Background: an optimization exercise with open tools, aiming at small area, a short achievable clock period and few clock cycles. Do not read the settings as production practice.
Function was not checked in any run shown here: the RTL went through the layout flow alone.
Power figures rest on the tool's default switching activity, not on a simulated workload.

**design/flow/config.mk**
```make
export PLATFORM = sky130hd
export DESIGN_NAME = cpu_idle_power_mode_controller
export DESIGN_NICKNAME = cpu_idle_power_mode_controller
export VERILOG_FILES = /design/flow/design.v
export SDC_FILE = /design/flow/constraint.sdc
export NUM_CORES = 4
export LEC_CHECK = 0
export CAP_MARGIN = 20
export CORE_MARGIN = 2
export CORE_UTILIZATION = 65
export CTS_CLUSTER_DIAMETER = 80
export CTS_CLUSTER_SIZE = 25
export SETUP_SLACK_MARGIN = 3.0
export SLEW_MARGIN = 20
```
**design/flow/constraint.sdc**
```tcl
create_clock -name core_clock -period 5.5 [get_ports {clk}]
set_input_delay 1.1000 -clock core_clock [delete_from_list [all_inputs] [get_ports {clk}]]
set_output_delay 1.1000 -clock core_clock [all_outputs]
set_load 0.01 [all_outputs]
```
**design/flow/design.v**
```verilog
`default_nettype none
package cipm_pkg;
  localparam int NUM_CPUS  = 8;
  localparam int NUM_MODES = 4;
  localparam int CPU_IDX_W  = (NUM_CPUS > 1) ? $clog2(NUM_CPUS) : 1;
  localparam int MODE_IDX_W = (NUM_MODES > 1) ? $clog2(NUM_MODES) : 1;
  typedef enum logic [1:0] {
    CMD_ENTER   = 2'd0,
    CMD_EXIT    = 2'd1,
    CMD_DISABLE = 2'd2,
    CMD_ENABLE  = 2'd3
  } cmd_e;
  typedef enum logic [1:0] {
    KIND_PLAIN   = 2'd0,
    KIND_CLUSTER = 2'd1,
    KIND_SYSTEM  = 2'd2,
    KIND_OTHER   = 2'd3
  } kind_e;
  typedef enum logic [2:0] {
    REG_SIBLINGS      = 3'd0,
    REG_ENTRY_ALLOWED = 3'd1,
    REG_RESIDENCY     = 3'd2,
    REG_PSCI_CODE     = 3'd3,
    REG_KIND          = 3'd4,
    REG_ONLINE        = 3'd5,
    REG_CLUSTER_MAP   = 3'd6
  } cfg_reg_e;
  localparam logic [7:0] COUNT_MAX = 8'hFF;
  typedef struct packed {
    logic [31:0] mode_siblings;
    logic [31:0] mode_entry_allowed;
    logic [63:0] mode_residency;
    logic [63:0] mode_psci_code;
    logic [7:0]  mode_kind;
    logic [7:0]  online_mask;
    logic [15:0] cpu_cluster_map;
  } cfg_t;
  typedef struct packed {
    logic [1:0]  cmd;
    logic [2:0]  cpu;
    logic [31:0] base_index;
    logic [15:0] sleep_length;
    logic        cancel;
    logic [1:0]  mode_type;
    logic        system_refused;
  } req_t;
  typedef struct packed {
    logic [31:0] result_index;
    logic [3:0]  entered_modes;
    logic [3:0]  exited_modes;
    logic [7:0]  wake_cpus;
    logic        core_off;
    logic        core_on;
    logic        cluster_off;
    logic        cluster_on;
    logic [1:0]  cluster_number;
    logic        system_enter;
    logic        system_exit;
    logic        exit_cancelled;
  } rsp_t;
  function automatic logic ge16(input logic [15:0] a, input logic [15:0] b);
    logic [15:0] gt;
    logic [15:0] eq;
    gt = a & ~b;
    eq = ~(a ^ b);
    for (int w = 1; w < 16; w = w * 2) begin
      for (int i = 0; i < 16; i = i + 2 * w) begin
        gt[i] = gt[i + w] | (eq[i + w] & gt[i]);
        eq[i] = eq[i + w] & eq[i];
      end
    end
    ge16 = gt[0] | eq[0];
  endfunction
endpackage
`default_nettype wire
`default_nettype none
module cipm_cfg_regs (
  input  wire logic        clk,
  input  wire logic        rst,
  input  wire logic        cfg_valid,
  output logic             cfg_ready,
  input  wire logic [2:0]  cfg_index,
  input  wire logic [63:0] cfg_data,
  output cipm_pkg::cfg_t             regs
);
  logic [63:0] wdata;    
  logic [7:0]  wdata_on;   
  logic [6:0]  we;
  assign cfg_ready = 1'b1;
  assign wdata     = rst ? 64'd0 : cfg_data;
  assign wdata_on  = rst ? 8'hFF : cfg_data[7:0];
  always_comb begin
    for (int i = 0; i < 7; i++) begin
      we[i] = rst || (cfg_valid && (cfg_index == 3'(i)));
    end
  end
  always_ff @(posedge clk) begin
    if (we[cipm_pkg::REG_SIBLINGS])      regs.mode_siblings      <= wdata[31:0];
    if (we[cipm_pkg::REG_ENTRY_ALLOWED]) regs.mode_entry_allowed <= wdata[31:0];
    if (we[cipm_pkg::REG_RESIDENCY])     regs.mode_residency     <= wdata;
    if (we[cipm_pkg::REG_PSCI_CODE])     regs.mode_psci_code     <= wdata;
    if (we[cipm_pkg::REG_KIND])          regs.mode_kind          <= wdata[7:0];
    if (we[cipm_pkg::REG_ONLINE])        regs.online_mask        <= wdata_on;
    if (we[cipm_pkg::REG_CLUSTER_MAP])   regs.cpu_cluster_map    <= wdata[15:0];
  end
endmodule
`default_nettype wire
`default_nettype none
module cipm_engine (
  input  wire logic           clk,
  input  wire logic           rst,
  input  wire logic           req_valid,
  output logic                req_ready,
  input  cipm_pkg::req_t      req,
  input  cipm_pkg::cfg_t      regs,
  input  wire logic           res_wr,
  input  wire logic           out_ready,
  output logic                out_valid,
  output cipm_pkg::rsp_t      out_rsp
);
  localparam int NC = cipm_pkg::NUM_CPUS;
  localparam int NM = cipm_pkg::NUM_MODES;
  logic [NC-1:0]          cpu_down;
  logic [NC-1:0][15:0]    cpu_sleep;
  logic [NC-1:0][NM-1:0]  cpu_ge;
  logic [NM-1:0]          mode_down;
  logic [NM-1:0][7:0]     mode_count;
  logic                   rc_busy;    
  logic                   rc_load;    
  logic                   rc_cmp;     
  logic [2:0]             rc_idx;
  logic [2:0]             rc_widx;
  logic [15:0]            rc_sleep;
  logic b_free;
  logic accept;
  assign b_free    = !out_valid || out_ready;
  assign req_ready = !rc_busy && (out_ready || !out_valid);
  assign accept    = req_valid && req_ready;
  logic [NM-1:0][NC-1:0]  sib;
  logic [NM-1:0][NC-1:0]  need;
  logic [NM-1:0][NC-1:0]  okc;
  logic [NM-1:0][NC-1:0]  ent_ok;
  logic [NM-1:0][NC-1:0]  ext_ok;
  logic [NM-1:0]          cnt_zero;
  logic [NM-1:0]          cnt_full;
  logic [NM-1:0][7:0]     cnt_inc;
  logic [NM-1:0][7:0]     cnt_dec;
  logic [NM-1:0]          kind_cl;
  logic [NM-1:0]          kind_sys;
  always_comb begin
    for (int m = 0; m < NM; m++) begin
      sib[m]      = regs.mode_siblings[8*m +: NC];
      need[m]     = regs.mode_siblings[8*m +: NC] & regs.online_mask[NC-1:0];
      kind_cl[m]  = (regs.mode_kind[2*m +: 2] == cipm_pkg::KIND_CLUSTER);
      kind_sys[m] = (regs.mode_kind[2*m +: 2] == cipm_pkg::KIND_SYSTEM);
      cnt_zero[m] = (mode_count[m] == 8'd0);
      cnt_full[m] = (mode_count[m] == cipm_pkg::COUNT_MAX);
      cnt_inc[m]  = mode_count[m] + 8'd1;
      cnt_dec[m]  = mode_count[m] - 8'd1;
      for (int c = 0; c < NC; c++) begin
        okc[m][c] = !need[m][c] || (cpu_down[c] && cpu_ge[c][m]);
      end
      for (int c = 0; c < NC; c++) begin
        ent_ok[m][c] = sib[m][c] && regs.mode_entry_allowed[8*m + c] && cnt_zero[m];
        for (int d = 0; d < NC; d++) begin
          if (d != c) ent_ok[m][c] = ent_ok[m][c] && okc[m][d];
        end
        ext_ok[m][c] = sib[m][c] && mode_down[m];
      end
    end
  end
  logic [15:0]   cmp_sleep;
  logic [NM-1:0] cmp_ge;
  logic          is_enter;
  logic          is_exit;
  logic          is_dis;
  logic          is_ena;
  logic [NM-1:0] entered;
  logic [NM-1:0] exited;
  logic [NM-1:0] tmatch;
  logic [NM-1:0] inc;
  logic [NM-1:0] dec;
  logic [NM-1:0] woken;
  logic [NC-1:0] wake;
  assign cmp_sleep = rc_cmp ? rc_sleep : req.sleep_length;
  assign is_enter  = (req.cmd == cipm_pkg::CMD_ENTER);
  assign is_exit   = (req.cmd == cipm_pkg::CMD_EXIT);
  assign is_dis    = (req.cmd == cipm_pkg::CMD_DISABLE);
  assign is_ena    = (req.cmd == cipm_pkg::CMD_ENABLE);
  always_comb begin
    for (int m = 0; m < NM; m++) begin
      cmp_ge[m]  = cipm_pkg::ge16(cmp_sleep, regs.mode_residency[16*m +: 16]);
      entered[m] = is_enter && ent_ok[m][req.cpu]
                   && (cmp_ge[m] || !need[m][req.cpu])
                   && !(kind_sys[m] && req.system_refused);
      exited[m]  = is_exit && ext_ok[m][req.cpu];
      tmatch[m]  = sib[m][req.cpu] && (regs.mode_kind[2*m +: 2] == req.mode_type);
      inc[m]     = is_dis && tmatch[m] && !cnt_full[m];
      dec[m]     = is_ena && tmatch[m] && !cnt_zero[m];
      woken[m]   = is_dis && tmatch[m] && cnt_zero[m];
    end
    wake = '0;
    for (int m = 0; m < NM; m++) begin
      if (woken[m]) wake = wake | need[m];
    end
  end
  logic [31:0]   r_base;
  logic [NM-1:0] r_entered;
  logic [NM-1:0] r_exited;
  logic [NC-1:0] r_wake;
  logic          r_core_off;
  logic          r_core_on;
  logic          r_cluster_on;
  logic          r_system_exit;
  logic          r_exit_cancelled;
  logic [1:0]    r_cluster;
  always_ff @(posedge clk) begin
    if (b_free) begin
      r_base           <= is_enter ? req.base_index : 32'd0;
      r_entered        <= entered;
      r_exited         <= exited;
      r_wake           <= wake;
      r_core_off       <= is_enter;
      r_core_on        <= is_exit;
      r_cluster_on     <= |(exited & kind_cl);
      r_system_exit    <= |(exited & kind_sys);
      r_exit_cancelled <= |(exited & kind_sys) && req.cancel;
      r_cluster        <= regs.cpu_cluster_map[2*req.cpu +: 2];
    end
  end
  always_comb begin
    out_rsp = '0;
    out_rsp.result_index   = r_base;
    out_rsp.entered_modes  = r_entered;
    out_rsp.exited_modes   = r_exited;
    out_rsp.wake_cpus      = r_wake;
    out_rsp.core_off       = r_core_off;
    out_rsp.core_on        = r_core_on;
    out_rsp.cluster_number = r_cluster;
    out_rsp.cluster_off    = |(r_entered & kind_cl);
    out_rsp.system_enter   = |(r_entered & kind_sys);
    out_rsp.cluster_on     = r_cluster_on;
    out_rsp.system_exit    = r_system_exit;
    out_rsp.exit_cancelled = r_exit_cancelled;
    for (int m = 0; m < NM; m++) begin
      if (r_entered[m]) out_rsp.result_index[15:0] = out_rsp.result_index[15:0]
                                                     | regs.mode_psci_code[16*m +: 16];
    end
  end
  always_ff @(posedge clk) begin
    if (rst) begin
      out_valid  <= 1'b0;
      cpu_down   <= '0;
      mode_down  <= '0;
      mode_count <= '0;
    end else begin
      if (b_free) begin
        out_valid <= accept;
      end
      if (accept) begin
        for (int c = 0; c < NC; c++) begin
          if (req.cpu == c[2:0]) begin
            if (is_enter) cpu_down[c] <= 1'b1;
            if (is_exit)  cpu_down[c] <= 1'b0;
          end
        end
        mode_down <= (mode_down | entered) & ~exited;
        for (int m = 0; m < NM; m++) begin
          if (inc[m])      mode_count[m] <= cnt_inc[m];
          else if (dec[m]) mode_count[m] <= cnt_dec[m];
        end
      end
    end
  end
  always_ff @(posedge clk) begin
    for (int c = 0; c < NC; c++) begin
      if (accept && is_enter && (req.cpu == c[2:0])) begin
        cpu_sleep[c] <= req.sleep_length;
      end
    end
  end
  always_ff @(posedge clk) begin
    if (rst) begin
      rc_busy <= 1'b0;
      rc_load <= 1'b0;
      rc_cmp  <= 1'b0;
      rc_idx  <= '0;
    end else if (res_wr) begin
      rc_busy <= 1'b1;
      rc_load <= 1'b1;
      rc_cmp  <= 1'b0;
      rc_idx  <= '0;
    end else begin
      rc_busy <= rc_load;
      rc_cmp  <= rc_load;
      if (rc_load) begin
        rc_load <= (rc_idx != 3'(NC - 1));
        rc_idx  <= rc_idx + 3'd1;
      end
    end
  end
  always_ff @(posedge clk) begin
    rc_sleep <= cpu_sleep[rc_idx];
    rc_widx  <= rc_idx;
  end
  always_ff @(posedge clk) begin
    for (int c = 0; c < NC; c++) begin
      if (rc_cmp && (rc_widx == c[2:0])) begin
        cpu_ge[c] <= cmp_ge;
      end else if (accept && is_enter && (req.cpu == c[2:0])) begin
        cpu_ge[c] <= cmp_ge;
      end
    end
  end
endmodule
`default_nettype wire
`default_nettype none
module cpu_idle_power_mode_controller (
  input  wire logic        clk,
  input  wire logic        rst,
  input  wire logic        req_valid,
  output logic             req_ready,
  input  wire logic [1:0]  req_cmd,
  input  wire logic [2:0]  req_cpu,
  input  wire logic [31:0] req_base_index,
  input  wire logic [15:0] req_sleep_length,
  input  wire logic        req_cancel,
  input  wire logic [1:0]  req_mode_type,
  input  wire logic        req_system_refused,
  output logic             rsp_valid,
  input  wire logic        rsp_ready,
  output logic [31:0]      rsp_result_index,
  output logic [3:0]       rsp_entered_modes,
  output logic [3:0]       rsp_exited_modes,
  output logic [7:0]       rsp_wake_cpus,
  output logic             rsp_core_off,
  output logic             rsp_core_on,
  output logic             rsp_cluster_off,
  output logic             rsp_cluster_on,
  output logic [1:0]       rsp_cluster_number,
  output logic             rsp_system_enter,
  output logic             rsp_system_exit,
  output logic             rsp_exit_cancelled,
  input  wire logic        cfg_valid,
  output logic             cfg_ready,
  input  wire logic [2:0]  cfg_index,
  input  wire logic [63:0] cfg_data
);
  cipm_pkg::cfg_t regs;
  cipm_pkg::req_t req;
  logic out_valid;
  cipm_pkg::rsp_t out_rsp;
  logic res_wr;
  assign req.cmd            = req_cmd;
  assign req.cpu            = req_cpu;
  assign req.base_index     = req_base_index;
  assign req.sleep_length   = req_sleep_length;
  assign req.cancel         = req_cancel;
  assign req.mode_type      = req_mode_type;
  assign req.system_refused = req_system_refused;
  assign res_wr = cfg_valid && (cfg_index == cipm_pkg::REG_RESIDENCY);
  cipm_cfg_regs u_cfg_regs (
    .clk       (clk),
    .rst       (rst),
    .cfg_valid (cfg_valid),
    .cfg_ready (cfg_ready),
    .cfg_index (cfg_index),
    .cfg_data  (cfg_data),
    .regs      (regs)
  );
  cipm_engine u_engine (
    .clk       (clk),
    .rst       (rst),
    .req_valid (req_valid),
    .req_ready (req_ready),
    .req       (req),
    .regs      (regs),
    .res_wr    (res_wr),
    .out_ready (rsp_ready),
    .out_valid (out_valid),
    .out_rsp   (out_rsp)
  );
  assign rsp_valid          = out_valid;
  assign rsp_result_index   = out_rsp.result_index;
  assign rsp_entered_modes  = out_rsp.entered_modes;
  assign rsp_exited_modes   = out_rsp.exited_modes;
  assign rsp_wake_cpus      = out_rsp.wake_cpus;
  assign rsp_core_off       = out_rsp.core_off;
  assign rsp_core_on        = out_rsp.core_on;
  assign rsp_cluster_off    = out_rsp.cluster_off;
  assign rsp_cluster_on     = out_rsp.cluster_on;
  assign rsp_cluster_number = out_rsp.cluster_number;
  assign rsp_system_enter   = out_rsp.system_enter;
  assign rsp_system_exit    = out_rsp.system_exit;
  assign rsp_exit_cancelled = out_rsp.exit_cancelled;
endmodule
`default_nettype wire
```
**design/flow/flow/run.sh**
```bash
#!/bin/bash
# Layout flow: the standard flow, with the port buffers of buffer_ports made from
# sky130_fd_sc_hd__buf_1 instead of the cell buffer_ports picks by itself. The synthesis is the
# standard one, unchanged. Each step's full output goes to a log of its own in this folder.
set -euo pipefail
bash standard.sh synth > synth.log 2>&1
export BUFFER_PORTS_ARGS="-buffer_cell sky130_fd_sc_hd__buf_1"
bash standard.sh floorplan > floorplan.log 2>&1
bash standard.sh place > place.log 2>&1
bash standard.sh cts > cts.log 2>&1
bash standard.sh route > route.log 2>&1
bash standard.sh finish > finish.log 2>&1
```
**design/flow/standard.sh**
```bash
#!/bin/bash
# synth_recipe.tcl (not shown) runs the flow's synth.tcl, then flattens the netlist and writes it again
# the make line also repeats each setting of config.mk as NAME=value (left out here)
make -C /OpenROAD-flow-scripts/flow DESIGN_CONFIG=/design/flow/config.mk WORK_HOME=/design/flow/orfs CLKGATE_MAP_FILE= SYNTH_SCRIPT=/design/flow/synth_recipe.tcl "${@:-finish}"
```
==> results.txt, run 1 <==
----------------------------------------------------
[Logic synthesis]
  Top-area cell type share of the netlist area ... between 50% and 60%
  Asr flop ratio synth ... 0%
  Synth unique cells ... 71
  Share of the yosys chip area belonging to registers ... between 60 and 70%
  Number of flops mapped to enable cells by yosys ... 439
  Total nets after synthesis ... 1,932
  Number of cells produced by synthesis ... 1,709
  Cell area after technology mapping ... ~0.023 sq mm
  Count of warnings emitted by yosys ... 2
  Main area contributors after synthesis ... edfxtp_1 (57%), dfxtp_1 (6.1%), ha_1 (4.9%), mux4_2 (4.0%), nor2b_1 (2.2%)
  Mean instance size in the synthesized netlist ... approximately 13 sq um
  Most used flip-flop cell after synthesis ... edfxtp_1
  Total of flip-flops plus latches after synthesis ... 509
  Yosys top cell by area ... edfxtp_1

[Critical path]
  Critical path class ... in2reg
  Register-to-register setup slack ... 2.30 ns
  CP endpoint kind ... flip-flop
  Maximum net fanout on the critical path ... 6
  Reg-to-Reg End ... u_engine.mode_count[23]
  Sort of element at the start of the critical path ... primary input
  Cell type with the highest occurrence count on the critical path ... buf_6
  Cell-by-cell trace of the critical path ... clkbuf_16 > buf_6 > buf_12 > buf_6 > buf_12 > mux2i_4 > a22oi_2 > nand4_1 > buf_6 > ha_4 > a21oi_4 > o211ai_1 > o41ai_2 > xnor2_1 > a21oi_1 > a31o_2
  R2r worst-path depth ... 11
  Bufs and invs on worst path ... 6
  Slowest CP cell ... o41ai_2
  Cell class contributing the biggest share of worst-path delay ... compound AO/OA/AOI/OAI gates
  Crit path required time ... roughly 6.0 ns
  Worst R2R Start ... u_cfg_regs.regs[210]
  Critical Path Max Stage Delay ... approximately 0.37 ns
  Data arrival at the endpoint of the critical path ... around 3.8 ns

[CTS]
  Root Buffer ... clkbuf_16
  Number of buffers inserted during clock tree synthesis ... 25
  Worst skew pair latency ... about 0.59 ns
  Maximum number of buffers from clock root to sink ... 3
  Clock transition at the registers of the reported paths ... 0.10 ns
  Count of hold buffers inserted by post-cts repair ... 0
  Clock tree from TritonCTS ... yes
  Max H-tree Level ... 1
  Total number of clock tree sinks ... roughly 510

[Drt]
  Initial drt markers ... around 1,800
  Total detailed-routing wirelength ... 61,300 um
  Detailed-route wire length per cell ... roughly 25 um
  Detail-routed via count per cell ... between 6 and 7
  Total number of vias ... 15,769
  Number of remaining DRC errors ... 0
  Number of optimization iterations in the first detailed-route pass ... 7
  Detail Route Antenna Nets ... 0

[Floorplanning]
  Die boundary height ... between 150 and 200 um
  Starting density of the core ... 66.4%
  CORE AREA ... roughly 0.035 sq mm
  Width of the chip ... approximately 190 um
  Row count ... 68
  Ports ... between 150 and 200
  Die Footprint ... between 0.03 and 0.04 sq mm

[Timing]
  Max-slew violation count ... 0
  Setup TNS Final ... 0 ns
  Tightest hold margin ... 0.504 ns
  Transition time at the pin with the least slew margin ... around 1.2 ns
  Setup violations, final ... 0
  Fmax ... approximately 300 MHz
  Clock tree skew after final layout ... around 0.025 ns
  Setup repair after global routing missed its margin ... yes
  Portion of the clock cycle consumed by the worst path in the final layout ... approximately 61%
  Min Clock Period, post-route ... between 3 and 4 ns
  Worst-case setup margin in the final layout ... roughly 2.2 ns
  Relative slew margins ... around 22%
  Hold Fails Final Rpt ... 0

[Global routing]
  Maximum number of pins on one net before global-route repair ... 76
  Number of antenna violations at the first check in global routing ... 2
  Vias in the first global route ... roughly 15,000
  Total routing usage reported by global routing ... 31.9%
  Aggregate global routing overflow ... 0
  Global-route wire length before repair ... around 90,000 um

[Pwr]
  Power per standard cell area ... between 200 and 300 mW/mm^2
  Total power ... around 7.8 mW
  Worst ir drop on vdd ... just under 0.4 mV
  Internal power ... 5.89 mW
  Relative contribution of the clock network to total power ... approximately 28%
  Net switching power ... 1.96 mW
  Combinational power share ... 13.6%
  Static Leak ... 9.78 nW
  Part of the total power dissipated in sequential elements ... about three fifths
  Fraction of power spent switching nets ... 25.0%

[Final layout]
  Syn-to-layout area delta ... 19.9%
  Total Nets Final ... about 2,200
  Fillcell total ... ~2,000
  Utilization of the core after routing ... between 70% and 80%
  Fraction of layout instances using a drive strength above 1 ... a little under a quarter

[Worst hold path]
  Min-Delay Startpoint ... u_engine.mode_down[0]
  Hold worst-path end ... u_engine.mode_down[0]
  WHS Path Cells ... 1
  Type of the worst min-delay path ... reg2reg

[Placed design]
  Post-placement worst setup slack ... a little over 1 ns
  GPL Wtd Cong ... just under 1
  Number of buffer cells added on primary ports ... approximately 190
  Final HPWL DP ... just under 40,000 um

[Run status]
  Run status ... timing/DRC/antenna clean

[Run]
  Number of maximum-capacitance constraint violations ... 0

----------------------------------------------------
[cells by family after synthesis]
group	count (synthesis)	share of synthesized area, %
DFF	509	63.3
other	1	0.0163
xor gates and xnor gates	32	1.22
and+or+nand+nor	469	10.5
buffers and inverters	177	3.30
muxes	98	6.67
AOI/OAI and AO/OA	329	9.75
adders and majority gates	94	5.23
[cells in the final DEF, fill, tap and decap left out, types with 21 or more instances in the layout]
master,synthesis,layout
dfxtp_1,70,68
buf_6,1,35
o21ai_0,52,43
a21oi_1,83,57
buf_1,9,158
a21oi_2,0,22
ha_1,90,52
buf_4,19,69
clkbuf_16,0,30
nand3_1,56,50
inv_1,91,78
ha_4,0,36
nand2_1,131,130
xnor2_1,27,24
mux4_2,41,41
buf_12,0,21
edfxtp_1,439,439
nor2_1,62,56
nand4_1,22,22
and2_1,42,41
nor2b_1,80,76
[routing by layer]
layer / vias to the layer above / routed length, um / track usage (%) / share of wire, %
li1: 6996 / - / - / -
met1: 7687 / 23400 / 43.7 / 38
met2: 896 / 29100 / 51.4 / 47
met3: 188 / 5600 / 4.22 / 9.1
met4: 2 / 3130 / 14.5 / 5.1
met5: - / 14 / 0 / 0.023
[synth_stat cells (all sizes together) (5+ instances only)]
cell type  instances
a211oi            28
a21boi             9
a21o              20
a21oi             83
a222oi            17
a22oi             20
a311oi            16
a31o               5
a31oi             15
a32oi             10
and2              42
buf               35
clkbuf            50
dfxtp             70
edfxtp           439
ha                90
inv               92
mux2              35
mux2i             22
mux4              41
nand2            131
nand2b            15
nand3             56
nand4             22
nor2              62
nor2b             80
nor3              16
nor4               9
o2111ai            8
o211ai            12
o21a               7
o21ai             52
o21bai             6
or2               13
xnor2             27
xor2               5
[power by group through the flow]
stage / Sequential (mW) / Clock (mW) / Combinational (mW)
floorplan: 4.58 / 0 / 0.587
global placement: 4.65 / 0 / 0.806
detailed placement: 4.65 / 0 / 0.830
CTS: 4.55 / 2.23 / 0.953
global route: 4.58 / 2.34 / 1.15
finish: 4.57 / 2.21 / 1.07
[flip-flops by register name, indices dropped and copies added, names as in the netlist, 2 cells and up]
register and count:
u_cfg_regs.regs 224, u_engine.cpu_down 8, u_engine.cpu_ge 32, u_engine.cpu_sleep 128, u_engine.mode_count 32, u_engine.mode_down 4
u_engine.r_base 32, u_engine.r_cluster 2, u_engine.r_entered 4, u_engine.r_exited 4, u_engine.r_wake 8, u_engine.rc_idx 3
u_engine.rc_sleep 16, u_engine.rc_widx 3
[final cells by class]
class	count	area (sq um)	area share, %
Antenna cell	1	2.50	0.00906
Clock buffer	40	713	2.58
Clock inverter	6	109	0.394
Inverter	92	405	1.47
Multi-Input combinational cell	1025	8950	32.4
Sequential cell	509	14600	52.8
Tap cell	455	569	2.06
Timing Repair Buffer	317	2290	8.30
[worst reg2reg max path: stages, from the launching register on]
cell and delay [ns]:
edfxtp_1 0.55, mux2i_1 0.17, mux4_2 0.57, a2111oi_4 0.25, bufinv_8 0.27, ha_4 0.22
a21oi_4 0.13, o211ai_1 0.15, o41ai_2 0.38, xor2_1 0.22, a21o_1 0.13, a21oi_1 0.05
[per-stage QoR]
step	cells	area (sq um)
after global placement	2276	24500
after global routing	2444	27600
after detailed placement	2276	24500
after CTS	2401	26700
after floorplan	1709	23700
final	2445	27600
[what timing repair did]
action / CTS / global route
gates resized for setup: 126 / 120
gates cloned: 2 / 4
setup buffers: 77 / 39
pin swaps: 72 / 92
setup endpoints to repair: 310 / 264
[worst max-delay path by stage]
stage               start  cells after the start  slack (ns)                 endpoint
3_3_place_gp   req_cpu[1]                     12        1.17  u_engine.mode_count[31]
4_1_cts        req_cpu[1]                     12        2.21  u_engine.mode_count[23]
5_1_grt        req_cpu[1]                     16        2.09  u_engine.mode_count[31]
2_1_floorplan  req_cpu[1]                     13        1.71  u_engine.mode_count[22]
6_report       req_cpu[1]                     16        2.16  u_engine.mode_count[31]
3_5_place_dp   req_cpu[1]                     12        1.03  u_engine.mode_count[31]
==> run 2: changes to the inputs <==
--- a/design/flow/config.mk
+++ b/design/flow/config.mk
@@ -10,5 +10,5 @@
 export CORE_UTILIZATION = 65
 export CTS_CLUSTER_DIAMETER = 80
 export CTS_CLUSTER_SIZE = 25
-export SETUP_SLACK_MARGIN = 3.0
+export SETUP_SLACK_MARGIN = 2.9
 export SLEW_MARGIN = 20
==> run 2 against run 1 <==
First-iteration DRC count fell by 0.40%. Maximum frequency grew 3.1%. Total power fell by 0.30%. Wire length decreased by 0.47%. Worst hold slack improved by 0.020 ns. Non-clock buffer count is 3 lower. Flip-flop and latch count did not move. Sequential power is essentially flat. Die area stayed put. Clock skew about the same. Clock power barely moved. Critical endpoint unchanged. Largest cell class unchanged.
==> results.txt, run 2 <==
----------------------------------------------------
[Placed design]
  GPL Wtd Cong ... 0.980 (+1.9%)
  Number of buffer cells added on primary ports ... 187 (unchanged)
  Final HPWL DP ... 39,600 um (+0.56%)

[Run status]
  Run status ... timing/DRC/antenna clean

[Critical path]
  CP endpoint kind ... flip-flop
  Critical path class ... in2reg
  Sort of element at the start of the critical path ... primary input
  CP startpoint ... req_cpu[2]
  End point of the critical path ... u_engine.mode_count[31]
  Data arrival at the endpoint of the critical path ... 3.73 ns (-0.08 ns)
  Worst R2R Start ... u_cfg_regs.regs[215]
  R2r worst-path depth ... 11 (unchanged)
  Register-to-register setup slack ... 2.36 ns (+0.06 ns)
  Maximum net fanout on the critical path ... 5 (-1)
  Crit path required time ... 5.99 ns (+0.02 ns)
  Reg-to-Reg End ... u_engine.mode_count[22]

[Global routing]
  Maximum number of pins on one net before global-route repair ... 69 (-9.2%)
  Number of antenna violations at the first check in global routing ... 1 (-1)
  Total routing usage reported by global routing ... 32.2% (+0.37 points)
  Aggregate global routing overflow ... 0 (unchanged)
  Global-route wire length before repair ... 88,100 um (+0.78%)
  Vias in the first global route ... 15,048 (+0.93%)

[Timing]
  Hold Fails Final Rpt ... 0 (unchanged)
  Portion of the clock cycle consumed by the worst path in the final layout ... 58.9% (-1.8 points)
  Relative slew margins ... 26.4% (+4.6 points)
  Clock tree skew after final layout ... 0.0256 ns (+0.000167 ns)
  Min Clock Period, post-route ... 3.24 ns (-0.101 ns)
  Fmax ... 309 MHz (+3.1%)
  Setup repair after global routing missed its margin ... yes
  Max-slew violation count ... 0 (unchanged)
  Transition time at the pin with the least slew margin ... 1.10 ns (-0.0684 ns)
  Setup TNS Final ... 0 ns (unchanged)
  Setup violations, final ... 0 (unchanged)

[Logic synthesis]
  Count of warnings emitted by yosys ... 2 (unchanged)
  Cell with the most instances after synthesis ... edfxtp_1
  Asr flop ratio synth ... 0% (unchanged)
  Most used flip-flop cell after synthesis ... edfxtp_1
  Most frequent cells after synthesis ... edfxtp_1 (439), nand2_1 (131), inv_1 (91), ha_1 (90), a21oi_1 (83)
  Number of flops mapped to enable cells by yosys ... 439 (unchanged)
  Mean instance size in the synthesized netlist ... 13.5 sq um (unchanged)
  Total of flip-flops plus latches after synthesis ... 509 (unchanged)
  Number of cells produced by synthesis ... 1,709 (unchanged)
  Top-area cell type share of the netlist area ... 57.2% (unchanged)
  Synth unique cells ... 71 (unchanged)
  Cell area after technology mapping ... 0.0230 sq mm (unchanged)
  Main area contributors after synthesis ... edfxtp_1 (57%), dfxtp_1 (6.1%), ha_1 (4.9%), mux4_2 (4.0%), nor2b_1 (2.2%)
  Share of the yosys chip area belonging to registers ... 63.3% (unchanged)
  Total nets after synthesis ... 1,932 (unchanged)
  Yosys top cell by area ... edfxtp_1

[Pwr]
  Worst ir drop on vdd ... 0.299 mV (-24%)
  Power per standard cell area ... 287 mW/mm^2 (+0.90%)
  Static Leak ... 9.72 nW (-0.59%)

[Final layout]
  Utilization of the core after routing ... 78.6% (-0.94 points)
  Multi-input gate area ... 0.00878 sq mm (-1.8%)
  Number of flip-flops in the largest register ... 224 (unchanged)
  Fillcell total ... 2,032 (+1.6%)
  Largest registers in the final layout ... u_cfg_regs.regs (224), u_engine.cpu_sleep (128)
  Register with the most flip-flops ... u_cfg_regs.regs
  Syn-to-layout area delta ... 18.5%
  Total Nets Final ... 2,189 (-0.18%)
  Fraction of layout instances using a drive strength above 1 ... 21.7% (-1.5 points)
  Register area ... 0.0146 sq mm (unchanged)
  Most frequent cells in the layout ... edfxtp_1 (439), buf_1 (158), nand2_1 (129)
  Commonest non-fill, non-tap cell in the layout ... edfxtp_1

[Drt]
  Initial drt markers ... 1,750 (-0.40%)
  Total number of vias ... 15,658 (-0.70%)
  Number of remaining DRC errors ... 0 (unchanged)
  Wire length on met1 ... 24,000 um (+2.6%)
  Uppermost routed layer ... met4
  Met3 wire length ... 5140 um (-8.2%)
  Detail-routed via count per cell ... 6.41 (-0.54%)
  Detail Route Antenna Nets ... 0 (unchanged)
  Total detailed-routing wirelength ... 61,000 um (-0.47%)
  Detail Route met2 WL ... 29,000 um (-0.32%)
  Detailed-route wire length per cell ... 25.0 um (-0.31%)
  Number of optimization iterations in the first detailed-route pass ... 6 (-1)

[CTS]
  Total number of clock tree sinks ... 509 (unchanged)
  Clock tree from TritonCTS ... yes
  Root Buffer ... clkbuf_16
  Max H-tree Level ... 1 (unchanged)
  Worst skew pair latency ... 0.61 ns (+0.02 ns)
  Clock transition at the registers of the reported paths ... 0.10 ns (about the same)
  Number of buffers inserted during clock tree synthesis ... 26 (+4.0%)
  Maximum number of buffers from clock root to sink ... 3 (unchanged)
  Count of hold buffers inserted by post-cts repair ... 0 (unchanged)

[Floorplanning]
  Die boundary height ... 192 um (unchanged)
  CORE AREA ... 0.0347 sq mm (unchanged)
  Ports ... 189 (unchanged)
  Die Footprint ... 0.0370 sq mm (unchanged)
  Row count ... 68 (unchanged)
  Width of the chip ... 192 um (unchanged)
  Starting density of the core ... 66.4% (unchanged)

[Worst hold path]
  Type of the worst min-delay path ... reg2reg
  WHS Path Cells ... 1 (unchanged)

[Run]
  Number of maximum-capacitance constraint violations ... 0 (unchanged)

----------------------------------------------------
[run 2: cell counts after synthesis]
No cell type changed its count.
[run 2: worst min-delay path by stage]
stage,endpoint,from,slack [ns]
detailed placement,u_engine.mode_down[1],u_engine.mode_down[1],0.49
global placement,u_engine.mode_down[1],u_engine.mode_down[1],0.48
global route,u_engine.mode_down[1],u_engine.mode_down[1],0.53
floorplan,u_engine.rc_widx[1],u_engine.rc_idx[1],0.35
finish,u_engine.mode_down[0],u_engine.mode_down[0],0.52
CTS,u_engine.mode_down[1],u_engine.mode_down[1],0.50
[run 2: worst max-delay path: stages]
cell,delay [ns]
buf_12,0.11
buf_12,0.11
and2_4,0.14
buf_6,0.12
a211oi_4,0.25
nand4_1,0.16
buf_6,0.18
buf_12,0.13
ha_4,0.25
nand3_2,0.08
o211ai_1,0.14
o41ai_2,0.44
xnor2_1,0.17
buf_4,0.15
a31o_2,0.21
[run 2: area by class of cell]
| type | instances | share of cell area, % |
|---|---|---|
| timing repair buffer | 314 | 7.87 |
| clock inverter | 10 | 0.495 |
| tap | 455 | 2.09 |
| inverter | 92 | 1.39 |
| multi-input combinational | 1023 | 32.2 |
| antenna | 2 | 0.0183 |
| clock buffer | 36 | 2.53 |
| sequential | 509 | 53.4 |
[run 2: cells by family after synthesis]
family                     after synthesis  share of synthesized area, %
DFF                                    509                          63.3
and+or+nand+nor                        469                          10.5
AOI/OAI and AO/OA                      329                          9.75
buffers and inverters                  177                          3.30
muxes                                   98                          6.67
adders and majority gates               94                          5.23
xor gates and xnor gates                32                          1.22
other                                    1                        0.0163
[run 2: timing repair]
item                       in CTS  in global routing
gates cloned                    3                  1
buffers inserted               79                 31
setup endpoints to repair     245                166
gates resized for setup       102                102
pin swaps                      80                 90
[run 2: power by group]
group | internal, mW | switching (mW) | leakage (nW)
Clock | 0.965 | 1.24 | 0.402
Combinational | 0.440 | 0.613 | 4.48
Sequential | 4.42 | 0.140 | 4.83
[run 2: metal layers]
metal	up-vias	GRT usage (%)
li1	6974	-
met1	7656	44.6
met2	863	52.9
met3	165	4.29
met4	0	12.2
met5	-	0
[run 2: stage by stage]
step	power (mW)	hold WS, ns	instances	area, sq um	setup WS (ns)
2_1_floorplan	5.16	0.353	1709	23500	1.71
3_3_place_gp	5.45	0.480	2279	24400	1.17
3_5_place_dp	5.48	0.485	2279	24400	1.01
4_1_cts	7.74	0.500	2407	26500	2.26
5_1_grt	8.05	0.526	2439	27300	2.20
6_report	7.83	0.524	2441	27300	2.26
==> run 3: changes to the inputs <==
--- a/design/flow/design.v
+++ b/design/flow/design.v
@@ -71,6 +71,22 @@
     end
     ge16 = gt[0] | eq[0];
   endfunction
+  function automatic logic [7:0] inc8(input logic [7:0] x);
+    logic carry;
+    carry = 1'b1;
+    for (int i = 0; i < 8; i++) begin
+      inc8[i] = x[i] ^ carry;
+      carry   = carry & x[i];
+    end
+  endfunction
+  function automatic logic [7:0] dec8(input logic [7:0] x);
+    logic borrow;
+    borrow = 1'b1;
+    for (int i = 0; i < 8; i++) begin
+      dec8[i] = x[i] ^ borrow;
+      borrow  = borrow & !x[i];
+    end
+  endfunction
 endpackage
 `default_nettype wire
 `default_nettype none
@@ -155,8 +171,8 @@
       kind_sys[m] = (regs.mode_kind[2*m +: 2] == cipm_pkg::KIND_SYSTEM);
       cnt_zero[m] = (mode_count[m] == 8'd0);
       cnt_full[m] = (mode_count[m] == cipm_pkg::COUNT_MAX);
-      cnt_inc[m]  = mode_count[m] + 8'd1;
-      cnt_dec[m]  = mode_count[m] - 8'd1;
+      cnt_inc[m]  = cipm_pkg::inc8(mode_count[m]);
+      cnt_dec[m]  = cipm_pkg::dec8(mode_count[m]);
       for (int c = 0; c < NC; c++) begin
         okc[m][c] = !need[m][c] || (cpu_down[c] && cpu_ge[c][m]);
       end
--- a/design/flow/config.mk
+++ b/design/flow/config.mk
@@ -10,5 +10,5 @@
 export CORE_UTILIZATION = 65
 export CTS_CLUSTER_DIAMETER = 80
 export CTS_CLUSTER_SIZE = 25
-export SETUP_SLACK_MARGIN = 2.9
+export SETUP_SLACK_MARGIN = 3.0
 export SLEW_MARGIN = 20
==> run 3 against run 2 <==
Die area down 1.0%. Combinational power is essentially flat. Maximum frequency rose by 5.5%. Worst hold slack got worse by 0.0099 ns. Wire length increased by 1.4%. Core utilization decreased by 0.93 points. Synthesized cell count shrank 1.8%. Sequential share of layout area up 0.91 points. Flip-flop and latch count unchanged. Sequential power hardly changed.
==> results.txt, run 3 <==
----------------------------------------------------
[Logic synthesis]
  Mean instance size in the synthesized netlist ... 13.6 sq um (+0.80%)
  Cell with the most instances after synthesis ... edfxtp_1
  Yosys top cell by area ... edfxtp_1
  Number of flops mapped to enable cells by yosys ... 439 (unchanged)
  Total of flip-flops plus latches after synthesis ... 509 (unchanged)
  Main area contributors after synthesis ... edfxtp_1 (58%), dfxtp_1 (6.1%), mux4_2 (4.6%), ha_1 (3.6%), a21oi_1 (2.1%)
  Most frequent cells after synthesis ... edfxtp_1 (439), nand2_1 (124), a21oi_1 (97), inv_1 (79), nor2b_1 (76)
  Cell area after technology mapping ... 0.0228 sq mm (-1.0%)
  Asr flop ratio synth ... 0% (unchanged)
  Top-area cell type share of the netlist area ... 57.8% (+0.60 points)
  Synth unique cells ... 79 (+11%)
  Share of the yosys chip area belonging to registers ... 64.0% (+0.66 points)
  Total nets after synthesis ... 1,873 (-3.1%)
  Number of cells produced by synthesis ... 1,678 (-1.8%)
  Most used flip-flop cell after synthesis ... edfxtp_1
  Count of warnings emitted by yosys ... 2 (unchanged)

[CTS]
  Worst skew pair latency ... 0.58 ns (-0.03 ns)
  Clock tree from TritonCTS ... yes
  Max H-tree Level ... 1 (unchanged)
  Root Buffer ... clkbuf_16
  Clock transition at the registers of the reported paths ... 0.10 ns (about the same)
  Maximum number of buffers from clock root to sink ... 3 (unchanged)
  Number of buffers inserted during clock tree synthesis ... 27 (+3.8%)
  Total number of clock tree sinks ... 509 (unchanged)

[Timing]
  Min Clock Period, post-route ... 3.07 ns (-0.168 ns)
  Portion of the clock cycle consumed by the worst path in the final layout ... 55.8% (-3.1 points)
  Setup violations, final ... 0 (unchanged)
  Fmax ... 326 MHz (+5.5%)
  Setup TNS Final ... 0 ns (unchanged)
  Transition time at the pin with the least slew margin ... 1.04 ns (-0.0635 ns)
  Clock tree skew after final layout ... 0.0268 ns (+0.00122 ns)
  Relative slew margins ... 30.7% (+4.2 points)
  Setup repair after global routing missed its margin ... yes
  Hold Fails Final Rpt ... 0 (unchanged)
  Worst-case setup margin in the final layout ... 2.43 ns (+0.168 ns)
  Max-slew violation count ... 0 (unchanged)

[Final layout]
  Register with the most flip-flops ... u_cfg_regs.regs
  Number of standard cells in the layout, taps in and fillers out ... 2,383 (-2.4%)
  Number of flip-flops in the largest register ... 224 (unchanged)
  Syn-to-layout area delta ... 17.7%
  Total Nets Final ... 2,103 (-3.9%)
  Antenna diode count ... 0 (-2)
  Most frequent cells in the layout ... edfxtp_1 (439), buf_1 (160), nand2_1 (121)
  Register area ... 0.0146 sq mm (unchanged)
  Fraction of layout instances using a drive strength above 1 ... 21.5% (-0.25 points)
  Commonest non-fill, non-tap cell in the layout ... edfxtp_1
  Multi-input gate area ... 0.00854 sq mm (-2.8%)
  Fillcell total ... 2,028 (-0.20%)
  Largest registers in the final layout ... u_cfg_regs.regs (224), u_engine.cpu_sleep (128)

[Global routing]
  Aggregate global routing overflow ... 0 (unchanged)
  Number of antenna violations at the first check in global routing ... 0 (-1)
  Vias in the first global route ... 14,845 (-1.3%)
  Maximum number of pins on one net before global-route repair ... 78 (+13%)
  Global-route wire length before repair ... 89,900 um (+2.0%)
  Total routing usage reported by global routing ... 33.4% (+1.1 points)

[Floorplanning]
  Ports ... 189 (unchanged)
  CORE AREA ... 0.0345 sq mm (-0.49%)
  Die Footprint ... 0.0366 sq mm (-1.0%)
  Starting density of the core ... 66.0% (-0.36 points)
  Width of the chip ... 191 um (-0.51%)
  Die boundary height ... 191 um (-0.51%)
  Row count ... 68 (unchanged)

[Placed design]
  GPL Wtd Cong ... 1.00 (+2.5%)
  Final HPWL DP ... 41,100 um (+3.8%)
  Post-placement worst setup slack ... 1.43 ns (+0.414 ns)
  Number of buffer cells added on primary ports ... 187 (unchanged)
  Number of instances in the placed design ... 2,251 (-1.2%)

[Drt]
  Initial drt markers ... 1,988 (+14%)
  Total detailed-routing wirelength ... 61,800 um (+1.4%)
  Detail Route Antenna Nets ... 0 (unchanged)
  Number of optimization iterations in the first detailed-route pass ... 5 (-1)
  Detail-routed via count per cell ... 6.48 (+0.96%)
  Number of remaining DRC errors ... 0 (unchanged)
  Detailed-route wire length per cell ... 25.9 um (+3.9%)
  Total number of vias ... 15,432 (-1.4%)

[Critical path]
  Crit path required time ... 4.40 ns (-1.59 ns)
  Data arrival at the endpoint of the critical path ... 1.97 ns (-1.76 ns)
  CP endpoint kind ... output port
  Maximum net fanout on the critical path ... 16 (+11)
  Sort of element at the start of the critical path ... flip-flop
  Critical path class ... reg2out

[Pwr]
  Relative contribution of the clock network to total power ... 28.5% (+0.3 points)
  Net switching power ... 2.02 mW (+1.1%)
  Power per standard cell area ... 294 mW/mm^2 (+2.4%)
  Fraction of power spent switching nets ... 25.6% (+0.11 points)
  Static Leak ... 9.49 nW (-2.3%)
  Combinational power share ... 13.5% (about the same)
  Internal power ... 5.86 mW (+0.56%)
  Worst ir drop on vdd ... 0.314 mV (+5.2%)
  Part of the total power dissipated in sequential elements ... 57.9% (-0.4 points)

[Run]
  Number of maximum-capacitance constraint violations ... 0 (unchanged)

[Run status]
  Run status ... timing/DRC/antenna clean

[Worst hold path]
  Type of the worst min-delay path ... reg2reg

----------------------------------------------------
## run 3: metal layers
layer  up-vias  global-route usage (%)  share of wire [%]
met2       872                    53.8                 48
met5         -                       0                  0
met3       132                    5.07                9.3
met4         0                    10.6                3.4
met1      7577                    47.3                 39
li1       6851                       -                  -
## run 3: power by group through the flow
stage,clock network (mW),logic [mW],registers (mW)
floorplan,0,0.574,4.58
global placement,0,0.802,4.65
detailed placement,0,0.827,4.66
CTS,2.27,0.989,4.56
global route,2.39,1.15,4.58
finish,2.25,1.07,4.57
## run 3: worst paths after layout
path | slack [ns] | start | cells past startpoint | end
worst max-delay path | 2.43 | u_engine.r_entered[0] | 4 | rsp_result_index[10]
worst min-delay path | 0.51 | u_engine.mode_down[2] | 1 | u_engine.mode_down[2]
worst min register to register | 0.51 | u_engine.mode_down[2] | 1 | u_engine.mode_down[2]
worst max register to register | 2.75 | u_engine.rc_cmp | 11 | u_engine.mode_down[2]
## run 3: repair_timing
action                     CTS  global route
resized for setup          175            53
hold buffers                 0             0
setup endpoints to repair  376           217
gates cloned                 2             3
setup buffers               52            26
pin swaps                   51            41
## run 3: area by class of cell
type | instances | share of cell area, %
Clock buffer | 40 | 2.74
Clock inverter | 9 | 0.466
Inverter | 80 | 1.20
Multi-Input combinational cell | 1003 | 31.8
Sequential cell | 509 | 54.3
Tap cell | 455 | 2.12
Timing Repair Buffer | 287 | 7.32
## run 3: metrics by stage
step	util (%)	hold WS [ns]	instance area, sq um	total power [mW]
2_1_floorplan	-	0.353	23300	5.16
3_3_place_gp	70.0	0.452	24200	5.46
3_5_place_dp	70.0	0.470	24200	5.49
4_1_cts	76.1	0.482	26300	7.81
5_1_grt	77.7	0.521	26800	8.12
6_report	77.7	0.514	26800	7.88
## run 3: kinds of logic (layout without fill, tap and decap cells)
logic type               after synthesis  in the layout  share of synthesized area (%)
AO/OA/AOI/OAI                        301            302                           8.71
XOR/XNOR                              17             17                          0.653
adder cells (fa/ha/maj)               66             66                           3.62
buffers and inverters                167            416                           3.19
flip-flops                           509            509                           64.0
multiplexers                         109            109                           7.75
other                                  1              1                         0.0164
AND/OR/NAND/NOR                      508            508                           12.1
## run 3: critical path, stage by stage, from the launching register on
cell      delay (ns)
edfxtp_1        0.43
buf_12          0.18
a222oi_1        0.52
nand2_1         0.09
buf_1           0.15

-- separate check: timing with driven ports --
Ports are ideal in the flow. The routed layouts listed here were re-timed in OpenROAD.
Step 1 sets driving cells, clkbuf_16 on the clock port and buf_2 on the other inputs (assumed; they add their load-dependent delay and slew).
Step 2 times the ports against the registers' clock, not the clock port: input delays grow and output delays shrink by t, the midpoint of the rising clock arrivals with the driver on.
Slacks: no drivers / after step 1 / after step 2; pairs: no drivers / after step 1.
| run | t, ns | setup slack, ns | hold WS [ns] |
|---|---|---|---|
| run 1 | 0.630 | 2.160 / 2.142 / 1.512 | 0.504 / 0.504 / 0.504 |
| run 2 | 0.653 | 2.262 / 2.237 / 1.584 | 0.524 / 0.524 / 0.524 |
| run 3 | 0.629 | 2.430 / 2.371 / 2.080 | 0.514 / 0.514 / 0.514 |
After both steps setup and hold are still met in every run listed. For run 2, which loses most, drivers alone change the setup slack by -0.025 ns; drivers and shift together by -0.678 ns.
